This design comes from an exercise in tuning for small area, a short achievable clock period and few clock cycles on the open sky130 flow, not from production work.
RTL that was checked went through simulation tests only; none was proved equivalent to the original.
Power and IR drop assume default switching activity.

Design synth_voice_allocator, start of the top module:
module synth_voice_allocator (
    input  wire logic        i_clk,
    input  wire logic        i_rst_n,
    input  wire logic        i_in_valid,
    output logic             o_in_stall,
    input  wire logic [16:0] i_in_data,
    output logic             o_out_valid,
    input  wire logic        i_out_stall,
    output logic      [16:0] o_out_data,
    input  wire logic        psel,
    input  wire logic        penable,
    input  wire logic        pwrite,
    input  wire logic [3:0]  paddr,
    input  wire logic [31:0] pwdata,
    output logic      [31:0] prdata,
    output logic             pready
);
Size: ~6,900 cells after synthesis, ~3,400 flip-flops, roughly 110 I/O pins, roughly 0.093 mm^2 of cells after synthesis.
==> module sva_stack, before the edit <==
module sva_stack #(
    parameter int N = 253,    
    parameter int W = 44      
) (
    input  wire logic        i_clk,
    input  wire logic        i_rst_n,
    input  wire logic        i_go,       
    input  wire logic        i_push,     
    input  wire logic        i_clear,    
    input  wire logic [10:0] i_key,
    output logic             o_done,     
    output logic             o_empty,    
    output logic      [10:0] o_top,      
    input  wire logic [10:0] i_nkey,     
    output logic             o_top_eq,   
    output logic             o_push_wait,  
    output logic             o_rm_wait     
);
    localparam logic [1:0] S_IDLE = 2'd0;
    localparam logic [1:0] S_WAIT = 2'd1;
    localparam logic [1:0] S_PASS = 2'd2;
    localparam logic [1:0] S_DONE = 2'd3;
    logic [10:0]  r_c [0:3];
    logic [2:0]   r_cc;
    logic [10:0]  r_q [0:N-1];
    logic [7:0]   r_ph;
    logic [7:0]   r_d;
    logic [W-1:0] r_fr;
    logic [5:0]   r_k;
    logic         r_cap;
    logic         r_end;
    logic [8:0]   r_rn;
    logic         r_more;
    logic         r_primed;
    logic         r_spill;
    logic [1:0]   r_st;
    logic [3:0]  surv;
    logic [10:0] cp [0:3];
    logic [2:0]  ccp;
    logic [3:0]  first_s, ceq_n;
    logic [1:0]  pos [0:3];
    always_comb begin
        for (int i = 0; i < 4; i++) begin
            surv[i]  = (3'(i) < r_cc) && (r_c[i] != i_key);
            ceq_n[i] = (r_c[i] == i_nkey);
        end
        first_s[0] = surv[0];
        first_s[1] = surv[1] && !surv[0];
        first_s[2] = surv[2] && !surv[1] && !surv[0];
        first_s[3] = surv[3] && !surv[2] && !surv[1] && !surv[0];
        pos[0] = 2'd0;
        pos[1] = {1'b0, surv[0]};
        pos[2] = surv[0] && surv[1] ? 2'd2 : {1'b0, surv[0] || surv[1]};
        pos[3] = 2'(surv[0]) + 2'(surv[1]) + 2'(surv[2]);
        for (int j = 0; j < 4; j++) begin
            cp[j] = r_c[j];
            for (int i = j; i < 4; i++) begin
                if (surv[i] && pos[i] == 2'(j)) cp[j] = r_c[i];
            end
        end
        ccp = 3'(surv[0]) + 3'(surv[1]) + 3'(surv[2]) + 3'(surv[3]);
    end
    logic [W-2:0] sel, lt;
    logic         pass_on;
    logic [5:0]   kb, kn;
    logic [8:0]   remn;
    logic         capn, endn;
    logic [10:0]  tap;
    always_comb begin
        pass_on = (r_st == S_PASS);
        kb      = pass_on ? r_k : 6'd0;
        remn    = pass_on ? r_rn : {1'b0, r_d};
        for (int j = 0; j < W - 1; j++) begin
            sel[j] = !r_fr[j+1] && (6'(j) >= kb);
            lt[j]  = (9'(j) < remn);
        end
        capn = !(|sel);
        endn = !(|(sel & lt)) && (remn <= 9'(W - 2));
        kn = 6'(W - 2);
        for (int j = W - 2; j >= 0; j--) begin
            if (sel[j]) kn = 6'(j);
        end
        tap = r_q[N-1-int'(r_k)];
    end
    logic        full, at_d, push_now;
    logic [10:0] port;
    assign full  = (r_cc == 3'd4) && (r_d == 8'(N - 1));
    assign at_d  = (r_ph == r_d);
    always_comb begin
        o_done  = 1'b0;
        o_empty = (r_cc == 3'd0) && (r_d == 8'd0);
        o_top   = (r_cc != 3'd0) ? r_c[0] : r_c[3];
        o_top_eq = (o_top == i_nkey);
        push_now = 1'b0;
        port    = r_q[N-1];
        case (r_st)
            S_IDLE: begin
                if (i_push) begin
                    push_now = full || (r_cc != 3'd4) || at_d;
                    o_done   = push_now;
                end else begin
                    o_done  = (r_d == 8'd0);
                    o_empty = !(|surv);
                    o_top   = '0;
                    for (int i = 0; i < 4; i++) o_top = o_top | (first_s[i] ? r_c[i] : 11'd0);
                    o_top_eq = |(first_s & ceq_n);
                end
                if (i_go && i_push && !full && r_cc == 3'd4 && at_d) port = r_c[3];
            end
            S_WAIT: begin
                if (r_spill && at_d) port = r_c[3];
            end
            S_PASS: port = tap;
            S_DONE: o_done = 1'b1;
            default: ;
        endcase
    end
    logic [2:0] cc_n;
    logic [7:0] d_n;
    always_comb begin
        cc_n = r_cc;
        d_n  = r_d;
        case (r_st)
            S_IDLE: begin
                if (i_clear) begin
                    cc_n = '0;
                    d_n  = '0;
                end else if (i_go && i_push) begin
                    if (push_now && !full) begin
                        if (r_cc != 3'd4) cc_n = r_cc + 3'd1;
                        else              d_n  = r_d + 8'd1;
                    end
                end else if (i_go) begin
                    cc_n = ccp;
                end
            end
            S_WAIT: if (r_spill && at_d) d_n = r_d + 8'd1;
            S_PASS: if (r_end) d_n = r_ph;
            default: ;
        endcase
    end
    assign o_push_wait = (cc_n == 3'd4) && (d_n != 8'(N - 1));
    assign o_rm_wait   = (d_n != 8'd0);
    always_ff @(posedge i_clk) begin
        r_q[0] <= port;
        for (int i = 1; i < N; i++) r_q[i] <= r_q[i-1];
        r_fr <= {(r_q[N-1-W] == i_key), r_fr[W-1:1]};
        if (!i_rst_n) begin
            r_ph <= '0;
            r_cc <= '0;
            r_d  <= '0;
            r_st <= S_IDLE;
        end else begin
            r_ph <= (r_ph == 8'(N - 1)) ? 8'd0 : r_ph + 8'd1;
            r_cc <= cc_n;
            r_d  <= d_n;
            case (r_st)
                S_IDLE: begin
                    if (i_clear) begin
                    end else if (i_go && i_push) begin
                        if (push_now) begin
                            if (!full) begin
                                r_c[0] <= i_key;
                                for (int i = 1; i < 4; i++) r_c[i] <= r_c[i-1];
                            end
                        end else begin
                            r_spill <= 1'b1;
                            r_st    <= S_WAIT;
                        end
                    end else if (i_go) begin
                        for (int i = 0; i < 4; i++) r_c[i] <= cp[i];
                        if (r_d != 8'd0) begin
                            r_spill  <= 1'b0;
                            r_primed <= 1'b0;
                            r_st     <= S_WAIT;
                        end
                    end
                end
                S_WAIT: begin
                    if (r_spill) begin
                        if (at_d) begin
                            r_c[0] <= i_key;
                            for (int i = 1; i < 4; i++) r_c[i] <= r_c[i-1];
                            r_st <= S_DONE;
                        end
                    end else begin
                        if (r_ph == 8'(N - W - 1)) r_primed <= 1'b1;
                        if (r_primed && r_ph == 8'(N - 1)) begin
                            r_k    <= kn;
                            r_cap  <= capn;
                            r_end  <= endn;
                            r_rn   <= {1'b0, r_d} - 9'd1;
                            r_more <= 1'b0;
                            r_st   <= S_PASS;
                        end
                    end
                end
                S_PASS: begin
                    if (!r_end) begin
                        if (r_cc != 3'd4) r_c[3] <= tap;
                        if (r_cap) r_more <= 1'b1;
                        r_k    <= kn;
                        r_cap  <= capn;
                        r_end  <= endn;
                        r_rn   <= r_rn - 9'd1;
                    end else begin
                        if (r_more) begin
                            r_st <= S_WAIT;
                        end else begin
                            r_st <= S_DONE;
                        end
                    end
                end
                S_DONE: begin
                    if (i_go) r_st <= S_IDLE;
                end
                default: r_st <= S_IDLE;
            endcase
        end
    end
endmodule
clock: 9.0 ns
lec_check: 0
abc_clock_period_in_ps: 3000
cap_margin: 20
core_margin: 2
core_utilization: 60
cts_cluster_diameter: 100
cts_cluster_size: 26
setup_slack_margin: 5
slew_margin: 20
standard.sh (not shown) runs the stock make flow with config.mk's settings and CLKGATE_MAP_FILE= SYNTH_SCRIPT=/design/flow/synth_recipe.tcl, a recipe that flattens the netlist after the stock synthesis.
==> flow/flow/run.sh <==
#!/bin/bash
set -euo pipefail
bash standard.sh SETUP_SLACK_MARGIN=6 finish > flow_make.log 2>&1
The starting point went through all stages and came out clean.
Testbench counts at the start, summed over its fixed seeds: cycles 3,128.
Edit:
--- a/flow/design.v
+++ b/flow/design.v
@@ -18,5 +18,5 @@
 module sva_stack #(
     parameter int N = 253,    
-    parameter int W = 44      
+    parameter int W = 38      
 ) (
     input  wire logic        i_clk,
Effect: Die area is lower by 0.70%. Register-to-register slack is worse by 130 ps. Setup slack is worse by 130 ps. Synthesized area is lower by 0.71%. Final area stays flat. Sequential power is higher by about 4%. Cell count is lower by 0.31%. Total power is higher by 2.0%. Synthesized cell count is lower by 1.4%. Worst hold slack is better by 11 ps. Non-clock buffer count is higher by 70. Critical path depth is higher by 3. Clock-buffer cell count is lower by 2.
Testbench counts after the change, summed over its fixed seeds: cycles 3,128.


rev 12:
synth_voice_allocator, a different RTL version from the one above (not shown whole).
Size in the first run: about 3400 flip-flops, roughly 110 I/O pins.
clock: 9.0 ns
lec_check: 0
abc_clock_period_in_ps: 3000
cap_margin: 20
core_margin: 2
core_utilization: 60
cts_cluster_diameter: 100
cts_cluster_size: 26
setup_slack_margin: 5
slew_margin: 20
run.sh (not shown) runs the stock make flow with config.mk's settings and CLKGATE_MAP_FILE= SYNTH_SCRIPT=/design/flow/synth_recipe.tcl, a recipe that flattens the netlist after the stock synthesis.
Stock flow here: none of the scripts above is used.
> inputs changed (rev 12 -> rev 13)
--- a/flow/design.v
+++ b/flow/design.v
@@ -8,25 +8,25 @@
     localparam int ADDR_W      = 4;
     localparam logic [1:0] OP_NOTE_ON  = 2'd0;
     localparam logic [1:0] OP_NOTE_OFF = 2'd1;
     localparam logic [1:0] OP_ALL_OFF  = 2'd2;
     localparam logic [1:0] OP_FINISHED = 2'd3;
     localparam logic ACT_TRIG = 1'b0;
     localparam logic ACT_REL  = 1'b1;
 endpackage
 `default_nettype wire
 `default_nettype none
 module sva_stack #(
     parameter int N = 253,    
-    parameter int W = 44      
+    parameter int W = 38      
 ) (
     input  wire logic        i_clk,
     input  wire logic        i_rst_n,
     input  wire logic        i_go,       
     input  wire logic        i_push,     
     input  wire logic        i_clear,    
     input  wire logic [10:0] i_key,
     output logic             o_done,     
     output logic             o_empty,    
     output logic      [10:0] o_top,      
     input  wire logic [10:0] i_nkey,     
     output logic             o_top_eq,   
@@ -356,25 +356,25 @@
     logic        clr_all, fin, ld_pend;
     always_comb begin
         c_done = 1'b1; c_cmd = 1'b0; c_act = 1'b0; c_last = 1'b1; c_cv = '0; c_key = hkey;
         t_v = '0; t_key0 = hkey; rl_v = '0; clr_all = 1'b0; fin = 1'b0;
         n_pend = '0; ld_pend = 1'b0;
         if (pend_nz) begin
             c_cmd = 1'b1; c_cv = f_enc(first_a); c_act = 1'b1; c_key = akey;
             n_pend = r_pend & ~first_a; ld_pend = 1'b1;
             c_last = !(|n_pend);
         end else begin
             case (1'b1)
                 r_h_kind[K_PON]: begin
-                    t_v = pon_v; c_cmd = 1'b1; c_cv = (|m) ? f_enc(first_m) : f_enc(alloc);
+                    t_v = pon_v; c_cmd = 1'b1; c_cv = f_enc(pon_v);
                 end
                 r_h_kind[K_POFF]: begin
                     if (|m) begin
                         rl_v = m; c_cmd = 1'b1; c_cv = f_enc(first_m); c_act = 1'b1;
                         n_pend = m & ~first_m; ld_pend = 1'b1;
                         c_last = !(|n_pend);
                     end
                 end
                 r_h_kind[K_ALL]: begin
                     clr_all = 1'b1;
                     if (|r_snd) begin
                         c_cmd = 1'b1; c_cv = f_enc(first_a); c_act = 1'b1; c_key = akey;
@@ -431,25 +431,25 @@
     assign accept   = i_in_valid && !r_stall;
     assign o_free   = !r_o_valid || !i_out_stall;
     assign emit     = run && (pend_nz || r_h_valid) && c_cmd;
     assign cmd_data = {c_cv, c_act, c_key, c_last};
     assign n_data   = i_in_data;
     assign n_key    = n_data[14:4];
     assign eq_h     = (hkey == n_key);
     assign eq_t0    = r_h_kind[K_MOFF] ? s_top_eq : eq_h;
     logic [5:0]  n_kind;
     logic        hv_n, os_n, pend_n, swait_n, stall_n;
     assign n_kind  = f_kind(n_data[16:15], r_mono);
     assign hv_n    = h_adv ? accept : r_h_valid;
-    assign os_n    = !o_free && (r_os_valid || (run && (pend_nz || r_h_valid)));
+    assign os_n    = !o_free && (r_os_valid || emit);
     assign pend_n  = (run && ld_pend && (pend_nz || r_h_valid)) ? (|n_pend) : pend_nz;
     assign swait_n = h_adv ? ((n_kind[K_MON] && s_push_wait) || (n_kind[K_MOFF] && s_rm_wait))
                            : (r_h_kind[K_MON] || r_h_kind[K_MOFF]);
     assign stall_n = hv_n && (os_n || pend_n || swait_n);
     always_ff @(posedge i_clk) begin
         if (h_adv) begin
             r_h_data <= n_data;
             r_h_kind <= n_kind;
             r_h_mask <= f_mask(r_limit, r_dual);
         end
         if (psel && !penable) begin
             case (paddr[3:2])
### Flow results
Maximum vdd drop: rev 13 < rev 12
Multi-input gate count: rev 13 and rev 12 compared, lower one is rev 13
| clock insertion delay at the later pin of the skew report | lower: rev 12 |
Rev 13: total of clock buffers placed in the layout lower than rev 12
Looking at rev 13 and rev 12, the via count is a wash.
The run showing the greater number of optimization iterations in the first detailed-route pass is rev 12.
Diff rev 13..rev 12 | design area | negligible
Area overhead of the layout relative to synthesis in rev 13 is 0.34 points above rev 12.
For rev 12, the master of the slowest instance on the critical path was sky130_fd_sc_hd__edfxtp_1, unlike rev 13, where it was sky130_fd_sc_hd__nor2_2.
Between rev 13 and rev 12, the sequential share of layout area does not differ in any meaningful way.
Power spent charging and discharging nets ended up about 0.6% higher on rev 13 than on rev 12.
Testbench counts of rev 13, summed over its fixed seeds: cycles 3,128.
Only the layout flow was run in rev 12; the RTL was not checked for function there.

==> separate check: timing with driven ports <==
The results above use ideal ports. As a check the final layouts listed here were re-extracted and re-timed, cells and wires unchanged.
Step 1, drivers: a clkbuf_16 drives i_clk and a buf_2 each remaining input, both assumed.
Step 2, shift: input delay + t, output delay - t, t = (earliest + latest rising clock arrival at the registers) / 2. This alone moves slack from input paths to output paths.
Slacks: ideal / step 1 / step 2; pairs: ideal / step 1.
run | t, ns | setup WS [ns] | hold slack, ns | worst setup path after step 2 | worst register clock-pin slew, ns
the first run of note 1 | 0.912 | 5.446 / 5.446 / 4.961 | 0.298 / 0.298 / 0.298 | input to register | 0.12 / 0.12
the second run of note 1 | 0.901 | 5.312 / 5.312 / 4.720 | 0.309 / 0.309 / 0.309 | input to register | 0.11 / 0.11
rev 12 | 0.887 | 5.022 / 5.022 / 4.321 | 0.284 / 0.284 / 0.284 | input to register | 0.11 / 0.11
rev 13 | 0.900 | 5.019 / 5.019 / 4.565 | 0.304 / 0.304 / 0.304 | input to register | 0.12 / 0.12
After both steps every run listed still meets setup and hold. The setup slack of rev 12, which loses most, moves by 0.000 ns with the drivers and by -0.701 ns with both steps.
